Context: an optimization exercise on an open-source flow, tuned for small area. The choices shown serve that exercise and are no tape-out recipe. The RTL of this run was laid out without a check of its function. No activity file was given, so power comes from the tool's default toggle rates.

[flow/config.mk]
export PLATFORM = sky130hd
export DESIGN_NAME = cnn_top
export DESIGN_NICKNAME = cnn_top
export VERILOG_FILES = /design/flow/design.v
export SDC_FILE = /design/flow/constraint.sdc
export NUM_CORES = 4
export LEC_CHECK = 0
export CAP_MARGIN = 20
export CORE_MARGIN = 2
export CORE_UTILIZATION = 60
export SLEW_MARGIN = 20
[flow/constraint.sdc]
create_clock -name core_clock -period 10.0 [get_ports {clk}]
set_input_delay 2.0000 -clock core_clock [delete_from_list [all_inputs] [get_ports {clk}]]
set_output_delay 2.0000 -clock core_clock [all_outputs]
set_load 0.01 [all_outputs]
[flow/design.v]
module cnn_mac (input logic [7:0] a, input logic [7:0] b, input logic [19:0] acc,
                input logic clr, output logic [19:0] q);
    assign q = (clr ? 20'd0 : acc) + 20'($signed({1'b0, a}) * $signed(b));
endmodule
`timescale 1ns/1ns
module cnn_top
(
    input  logic        clk,
    input  logic        reset,
    input  logic        load_req,
    input  logic [15:0] load_cmd,        
    output logic        load_ack,
    input  logic        run_req,
    output logic        run_ack,
    output logic [81:0] result           
);
    localparam logic [2:0] S_IDLE  = 3'd0;      
    localparam logic [2:0] S_CONV  = 3'd2;      
    localparam logic [2:0] S_CONV2 = 3'd3;      
    localparam logic [2:0] S_DENSE = 3'd4;
    localparam logic [2:0] S_FIN   = 3'd5;      
    localparam logic [2:0] S_ACK   = 3'd6;
    logic [2:0]  state;
    logic [5:0]  phi;
    logic [1:0]  ph;                         
    logic [1:0]  pl;                         
    logic [1:0]  cls;
    logic        wflag;                      
    logic [63:0][7:0] img;
    logic [8:0][7:0]  flt;
    logic [35:0][7:0] wts;
    logic [8:0][7:0]  fea;
    logic signed [19:0] scores [0:3];
    logic [1:0]  win_class;
    assign result = {win_class, scores[3], scores[2], scores[1], scores[0]};
    logic psi0;
    logic psi_end;
    logic t_last;                            
    assign psi0    = ph == 2'd0 && pl == 2'd0;
    assign psi_end = ph == 2'd2 && pl == 2'd2;
    assign t_last  = psi_end && cls == 2'd3 && phi == 6'd63;
    always_ff @(posedge clk or negedge reset)
    begin
        if (!reset)
        begin
            phi <= '0;
            ph  <= '0;
            pl  <= '0;
            cls <= '0;
        end
        else
        begin
            phi <= phi + 6'd1;
            if (pl == 2'd2)
            begin
                pl <= 2'd0;
                ph <= (ph == 2'd2) ? 2'd0 : ph + 2'd1;
            end
            else
            begin
                pl <= pl + 2'd1;
            end
            if (psi_end)
            begin
                cls <= cls + 2'd1;
            end
        end
    end
    logic [1:0] tgt;
    logic [5:0] addr;
    logic [7:0] din;
    logic [1:0] img_port;                    
    logic [3:0] psi;
    logic [5:0] a_d;                         
    logic       a_hit;                       
    logic [1:0] a_q;
    logic       pending;
    logic       wr_ok;
    logic       ack_ok;
    logic       hit_img, hit_flt, hit_wts, ignored, we;
    assign tgt  = load_cmd[15:14];
    assign addr = load_cmd[13:8];
    assign din  = load_cmd[7:0];
    assign img_port = {addr[5] ^ ~phi[5] ^ (addr[4] & ~phi[4]), addr[4] ^ ~phi[4]};
    assign psi   = {ph, 1'b0} + 4'(ph) + 4'(pl);
    assign a_d   = addr - 6'(psi);
    assign a_hit = a_d == 6'd0 || a_d == 6'd9 || a_d == 6'd18 || a_d == 6'd27;
    assign a_q   = a_d[4:3];
    assign hit_img = tgt == 2'd0 && addr[3:0] == phi[3:0];
    assign hit_flt = tgt == 2'd1 && a_d == 6'd0;
    assign hit_wts = tgt == 2'd2 && addr < 6'd36 && a_hit;
    assign ignored = tgt == 2'd3 || (tgt == 2'd1 && addr >= 6'd9)
                     || (tgt == 2'd2 && addr >= 6'd36);
    assign pending = load_req && !load_ack;
    assign ack_ok  = state == S_IDLE && !run_req;
    assign wr_ok   = ack_ok || state == S_ACK;      
    assign we      = pending && wr_ok;
    always_ff @(posedge clk or negedge reset)
    begin
        if (!reset)
        begin
            load_ack <= 1'b0;
            wflag    <= 1'b0;
        end
        else
        begin
            wflag <= pending && (wflag || (we && (hit_img || hit_flt || hit_wts)));
            if (pending && ack_ok && (hit_img || hit_flt || hit_wts || ignored || wflag))
            begin
                load_ack <= 1'b1;
            end
            else if (!load_req)
            begin
                load_ack <= 1'b0;
            end
        end
    end
    always_ff @(posedge clk)
    begin
        for (int p = 0; p < 64; p++)
        begin
            img[p] <= img[(p + 1) % 64];
        end
        for (int m = 0; m < 4; m++)
        begin
            if (we && hit_img && img_port == 2'(m))
            begin
                img[16*m + 15] <= din;
            end
        end
    end
    always_ff @(posedge clk)
    begin
        for (int p = 0; p < 8; p++)
        begin
            flt[p] <= flt[p + 1];
        end
        flt[8] <= (we && hit_flt) ? din : flt[0];
    end
    always_ff @(posedge clk)
    begin
        for (int p = 0; p < 36; p++)
        begin
            wts[p] <= wts[(p + 1) % 36];
        end
        for (int m = 0; m < 4; m++)
        begin
            if (we && hit_wts && a_q - cls == 2'(m + 1))
            begin
                wts[9*m + 8] <= din;
            end
        end
    end
    logic [7:0]  opa;                        
    logic [7:0]  opb;                        
    logic signed [19:0] sum;                 
    logic dense;
    logic idle;                              
    logic hold;                              
    logic upd;                               
    assign dense = state == S_DENSE;
    assign idle  = (state == S_CONV && cls[0]) || (state == S_CONV2 && !cls[0]);
    assign hold  = idle || state == S_FIN || state == S_ACK;
    always_comb
    begin
        if (dense || idle)
        begin
            opa = fea[0];
        end
        else
        begin
            opa = (ph == 2'd0) ? img[0] : (ph == 2'd1) ? img[5] : img[10];
        end
        if (dense)
        begin
            opb = wts[0];
        end
        else if (hold)
        begin
            opb = upd ? 8'hff : 8'h00;
        end
        else
        begin
            opb = flt[0];
        end
    end
    cnn_mac u_mac (.a(opa), .b(opb), .acc(scores[3]), .clr(psi0 && !hold), .q(sum));
    always_ff @(posedge clk)
    begin
        scores[3] <= sum;
    end
    logic [5:0] slot_o;
    logic [3:0] tgt_g;
    logic       tgt_first;                   
    logic [7:0] relu;
    assign slot_o = phi - 6'd8;
    assign tgt_g     = scores[2][3:0];
    assign tgt_first = scores[2][4];
    assign upd  = idle && tgt_g == {ph, pl};
    assign relu = scores[3][19] ? 8'd0 : (|scores[3][18:8]) ? 8'd255 : scores[3][7:0];
    always_ff @(posedge clk)
    begin
        for (int p = 0; p < 8; p++)
        begin
            fea[p] <= fea[p + 1];
        end
        if (upd && (tgt_first || !sum[19]))
        begin
            fea[8] <= relu;
        end
        else
        begin
            fea[8] <= fea[0];
        end
    end
    logic       cmp;
    logic [1:0] cmp_cls;
    logic [19:0] nbest;                      
    logic [20:0] gtc;                        
    logic [19:0] ca;
    logic [19:0] cb;
    assign cmp     = (dense && psi0 && cls != 2'd0) || state == S_FIN;
    assign cmp_cls = cls - 2'd1;
    assign nbest   = ~((scores[0] & {20{win_class == 2'd0}}) | (scores[1] & {20{win_class == 2'd1}})
                       | (scores[2] & {20{win_class[1]}}));
    assign ca     = {~scores[3][19], scores[3][18:0]};
    assign cb     = {~nbest[19], nbest[18:0]};
    assign gtc[0] = 1'b0;
    for (genvar i = 0; i < 20; i++)
    begin : g_gt
        assign gtc[i + 1] = (ca[i] & cb[i]) | (ca[i] & gtc[i]) | (cb[i] & gtc[i]);
    end
    always_ff @(posedge clk)
    begin
        if ((state == S_CONV || state == S_CONV2) && psi_end)
        begin
            scores[2][3:0] <= {slot_o[5:4], slot_o[2:1]};
            scores[2][4]   <= !slot_o[3] && !slot_o[0];
        end
        if (cmp)
        begin
            for (int q = 0; q < 3; q++)
            begin
                if (cmp_cls == 2'(q))
                begin
                    scores[q] <= scores[3];
                end
            end
            if (cmp_cls == 2'd0 || gtc[20])
            begin
                win_class <= cmp_cls;
            end
        end
    end
    assign run_ack = state == S_ACK;
    always_ff @(posedge clk or negedge reset)
    begin
        if (!reset)
        begin
            state   <= S_IDLE;
        end
        else
        begin
            case (state)
                S_IDLE:
                begin
                    if (run_req && t_last)
                    begin
                        state <= S_CONV;
                    end
                end
                S_CONV:
                begin
                    if (t_last)
                    begin
                        state <= S_CONV2;
                    end
                end
                S_CONV2:
                begin
                    if (t_last)
                    begin
                        state <= S_DENSE;
                    end
                end
                S_DENSE:
                begin
                    if (psi_end && cls == 2'd3)
                    begin
                        state <= S_FIN;
                    end
                end
                S_FIN:
                begin
                    state <= S_ACK;
                end
                default:
                begin
                    if (!run_req)
                    begin
                        state <= S_IDLE;
                    end
                end
            endcase
        end
    end
endmodule
[flow/flow/run.sh]
#!/bin/bash
# The standard layout (standard.sh, ORFS) with these changes:
# - input and output ports are buffered with the smallest buffer;
# - clock tree synthesis uses clkbuf_8 sink clusters and no dummy loads;
# - after floorplan, OpenROAD's restructure re-maps the combinational logic for
#   area (flow/restructure.tcl); registers are kept as synthesized.
# The make output goes to standard.log; each ORFS step keeps its own log.
set -euo pipefail
here=$(pwd)
export BUFFER_PORTS_ARGS="-buffer_cell sky130_fd_sc_hd__buf_1"
export CTS_ARGS="-sink_clustering_enable -repair_clock_nets -dont_use_dummy_load -buf_list sky130_fd_sc_hd__clkbuf_8 -sink_clustering_size 18 -sink_clustering_max_diameter 60"
export POST_FLOORPLAN_TCL="$here/flow/restructure.tcl"
bash standard.sh > standard.log 2>&1
[flow/flow/restructure.tcl]
# Area recovery after floorplan: re-map the combinational logic with ABC for
# area (OpenROAD restructure). Registers are not touched.
set lib_in [lindex $::env(LIB_FILES) 0]
set work $::env(RESULTS_DIR)/restructure
file mkdir $work
set lib_out $work/lib_dont_use.lib

# a copy of the library with the platform's don't-use cells marked dont_use,
# so that ABC leaves them out
set fh [open $lib_in r]
set text [read $fh]
close $fh
set out ""
set pos 0
foreach {whole name} [regexp -all -inline -indices {cell\s*\(\s*"?([A-Za-z0-9_]+)"?\s*\)\s*\{} $text] {
  set end [lindex $whole 1]
  set cell [string range $text [lindex $name 0] [lindex $name 1]]
  append out [string range $text $pos $end]
  foreach pattern $::env(DONT_USE_CELLS) {
    if { [string match $pattern $cell] } {
      append out "\n    dont_use : true;"
      break
    }
  }
  set pos [expr {$end + 1}]
}
append out [string range $text $pos end]
set fh [open $lib_out w]
puts -nonewline $fh $out
close $fh

set tielo "[lindex $::env(TIELO_CELL_AND_PORT) 0]/[lindex $::env(TIELO_CELL_AND_PORT) 1]"
set tiehi "[lindex $::env(TIEHI_CELL_AND_PORT) 0]/[lindex $::env(TIEHI_CELL_AND_PORT) 1]"
report_design_area
restructure -target area -liberty_file $lib_out -tielo_port $tielo -tiehi_port $tiehi \
  -work_dir $work
report_design_area
[flow/standard.sh]
#!/bin/bash
# synth_recipe.tcl (not shown) runs the flow's synth.tcl, then flattens the netlist and writes it again
# the make line also repeats each setting of config.mk as NAME=value (left out here)
make -C /OpenROAD-flow-scripts/flow DESIGN_CONFIG=/design/flow/config.mk WORK_HOME=/design/flow/orfs CLKGATE_MAP_FILE= SYNTH_SCRIPT=/design/flow/synth_recipe.tcl "${@:-finish}"
==> results.tsv <==
metric	value	unit
status	no timing/DRC/antenna violations	
tightestPinTransition	1.09	ns
setup_viol	0	
synth-compound-area-share	4.50	%
synthXorXnorAreaFrac	1.70	%
synthArstFlopShare	1.63	%
core	46400	um^2
grt_max_degree	25	
crit_top_cell	o21ai_0	
dp_hpwl	33900	um
p_per_area	216	nW/um^2
fin_skew	0.0898	ns
slew_headroom	26.8	%
dpl-instance-area	28000	um^2
muxShareOfSynthArea	4.38	%
syn-cell-area	28100	um^2
cp_max_fo	19	
grt_remaining_overflow	0	
io_buffers	103	
grt_usage	20.5	%
h-tree-depth	3	
yosysUniqueCellTypes	64	
drt_iter0_markers	926	
antenna_found_initial	3	
setup_tns	0	ns
via_count	14187	
wl	49200	um
ys_ff_latch	1043	
vias_per_cell	5.19	
cts-root-buf	clkbuf_8	
fin_crit_sh	90.6	%
rows	79	
grt_first_pass_wirelength	74700	um
synthTopCellsByArea	dfxtp_1 69%, edfxtp_1 6.1%, ha_1 3.5%, mux2_2 3.4%, fa_1 2.9%	
max-vdd-ir-drop	0.173	mV
worstSetupEndpointType	flop	
final_common_cell	dfxtp_1	
clock_path_buffers	3	
cap_viol_max_count	0	
globalplace.congestion	0.900	
clk_latency	0.66	ns
final_util	62.5	%
synth-edff-count	57	
p_leak	10.9	nW
cts_tree	done	
chipHeight	220	um
yosys.area_share.simple	4.30	%
cts_buffers	70	
synth_top_area_share	69.1	%
clkSinkCount	1043	
holdBufCountCts	0	
finalPower	0.00625	W
layout-drive-gt1-share	4.33	%
crit_arrival	9.58	ns
pin_count	104	
grt_pass1_vias	13214	
postSynthAreaPerCell	14.7	um^2
finalInstanceArea	29000	um^2
nets	2148	
maxSlewViolCount	0	
die_w	220	um
finalHoldViolCount	0	
area_growth	3.24	%
drc	0	
min_period	9.06	ns
start_util	60.6	%
slowest_stage	o22ai_1	
hold_class	flop to flop	
whs	0.277	ns
cpPeakStageDelay	0.83	ns
die_area	48500	um^2
rsz0062_at_grt	false	
final_cell_mix	969 x dfxtp_1, 135 x nor2_1, 102 x buf_1	
wl_per_cell	18.0	um
synth_top_family_by_area	adder cells	
synth_area_leader_cell	dfxtp_1	
yosysWarnings	3	
postRouteAntennaNets	0	
synth_fa_ha_area_share	6.69	%
syn_inst	1915	
fmax	110	MHz
firstDrtPassIters	5	
path_clk_slew	0.10	ns
crit_type	flop to flop	
worstPathRequired	10.52	ns
startpoint_type	flop	
synth_ff_type	dfxtp_1	
syn_nets	2054	
ys_seq_area_share	76.7	%
-- where the power goes --
group	total (W)	internal, W	switching [W]	leakage, nW
Combinational	0.000211	0.0000786	0.000133	1.84
Clock	0.00176	0.000633	0.00113	0.503
Sequential	0.00428	0.00423	0.0000518	8.53
-- flip-flops by register name, summed over array words and instances (netlist names) --
signal	count
cls	2
fea	72
flt	72
img	512
load_ack	1
ph	2
phi	6
pl	2
scores	80
state	3
wflag	1
win_class	2
wts	288
-- final timing paths --
kind,from,to,slack (ns),depth (start not counted)
setup / recovery,ph[0],fea[67],0.94,33
hold / removal,wts[12],wts[4],0.28,0
setup reg to reg,ph[0],fea[67],0.94,33
hold reg to reg,wts[12],wts[4],0.28,0
max in group asynchronous,reset,cls[0],8.32,1
min in group asynchronous,reset,wflag,1.28,1
-- synthesized netlist by cell type (2+ instances only) --
master	number
xor2_1	19
a21o_1	14
nand3_1	8
o31ai_1	9
buf_4	5
a31o_2	3
nor2b_1	12
a31oi_1	4
nor4_1	7
a221o_1	3
maj3_1	9
a211oi_1	5
nand2b_1	8
a21oi_1	88
o22ai_1	2
dfxtp_1	969
o21ai_0	29
buf_1	4
edfxtp_1	57
a2111oi_0	3
and2_1	19
nor3_1	9
xnor2_1	31
clkbuf_1	20
mux2i_1	26
o21bai_1	4
nand2_1	72
o21a_1	8
nor2_1	94
ha_1	79
inv_1	94
o31a_1	3
nand4_1	4
fa_1	40
dfrtp_1	17
a21boi_0	2
or4_1	4
o221ai_1	4
nor3b_1	2
mux2_2	85
a211o_1	3
or2_2	9
nand3b_1	2
o21ai_1	2
or3_1	5
-- kinds of logic after synthesis --
group / after synthesis
muxes: 112
adders and majority gates: 128
buffers and inverters: 124
AOI/OAI and AO/OA: 197
DFF: 1043
xor gates and xnor gates: 52
and+or+nand+nor: 259
-- per-stage QoR --
| stage | worst slack [ns] | cells |
|---|---|---|
| 3_5_place_dp | 0.988 | 2663 |
| 6_report | 0.940 | 2734 |
| 5_1_grt | 0.165 | 2734 |
| 2_1_floorplan | 2.12 | 1915 |
| 3_3_place_gp | 1.33 | 2663 |
| 4_1_cts | 0.936 | 2733 |
-- what timing repair did --
action	in CTS	in global routing
endpoints found under the hold margin	0	0
setup buffers	0	0
gates resized for setup	0	2
setup endpoints to repair	0	8
-- layer usage --
metal	global-route usage [%]	up-vias	wire (um)
met1	29.2	6627	23900
met2	31.4	376	21200
met5	0	-	23
li1	-	7091	-
met3	4.10	89	2630
met4	7.00	4	1430
-- area by class of cell --
type / count / area [um^2]
diodes: 1 / 2.50
clock buffers: 70 / 963
fillers: 3600 / 17400
inverters: 101 / 379
multi-input cells: 793 / 4840
flip-flops and latches: 1043 / 21500
well taps: 607 / 759
repair buffers: 119 / 508
-- worst max-delay path, delay by kind of cell, from the launching register on --
family / cells / cell delay, ns
flip-flops: 1 / 0.69
AO/OA/AOI/OAI: 23 / 5.93
AND/OR/NAND/NOR: 6 / 1.19
buffers and inverters: 3 / 0.88
XOR/XNOR: 1 / 0.26

==> port drivers added, routing unchanged <==
In the flow no input, the clock included, has a driving cell. The finished layout below was timed again as built, in two steps. Step 1 sets driving cells, clkbuf_16 on the clock port and buf_2 on the other inputs (assumed; they add their load-dependent delay and slew). Step 2 adds t to the input delays and takes it off the output delays; t is the mean of the earliest and latest rising clock arrival at the registers after step 1. Input paths then give back, and output paths get back, about the clock's delay inside the block. Three values: no drivers, after step 1, after step 2; two values: the first two.
shift t [ns]: 0.668
slack for setup (ns): 0.940 / 0.940 / 0.940
hold WS [ns]: 0.277 / 0.277 / 0.277
worst data-port slew with drivers (ns): 0.10
pins driven straight from the clock port: 1
After both steps this run still meets setup and hold. For this run, drivers alone change the setup slack by 0.000 ns; drivers and shift together by 0.000 ns.
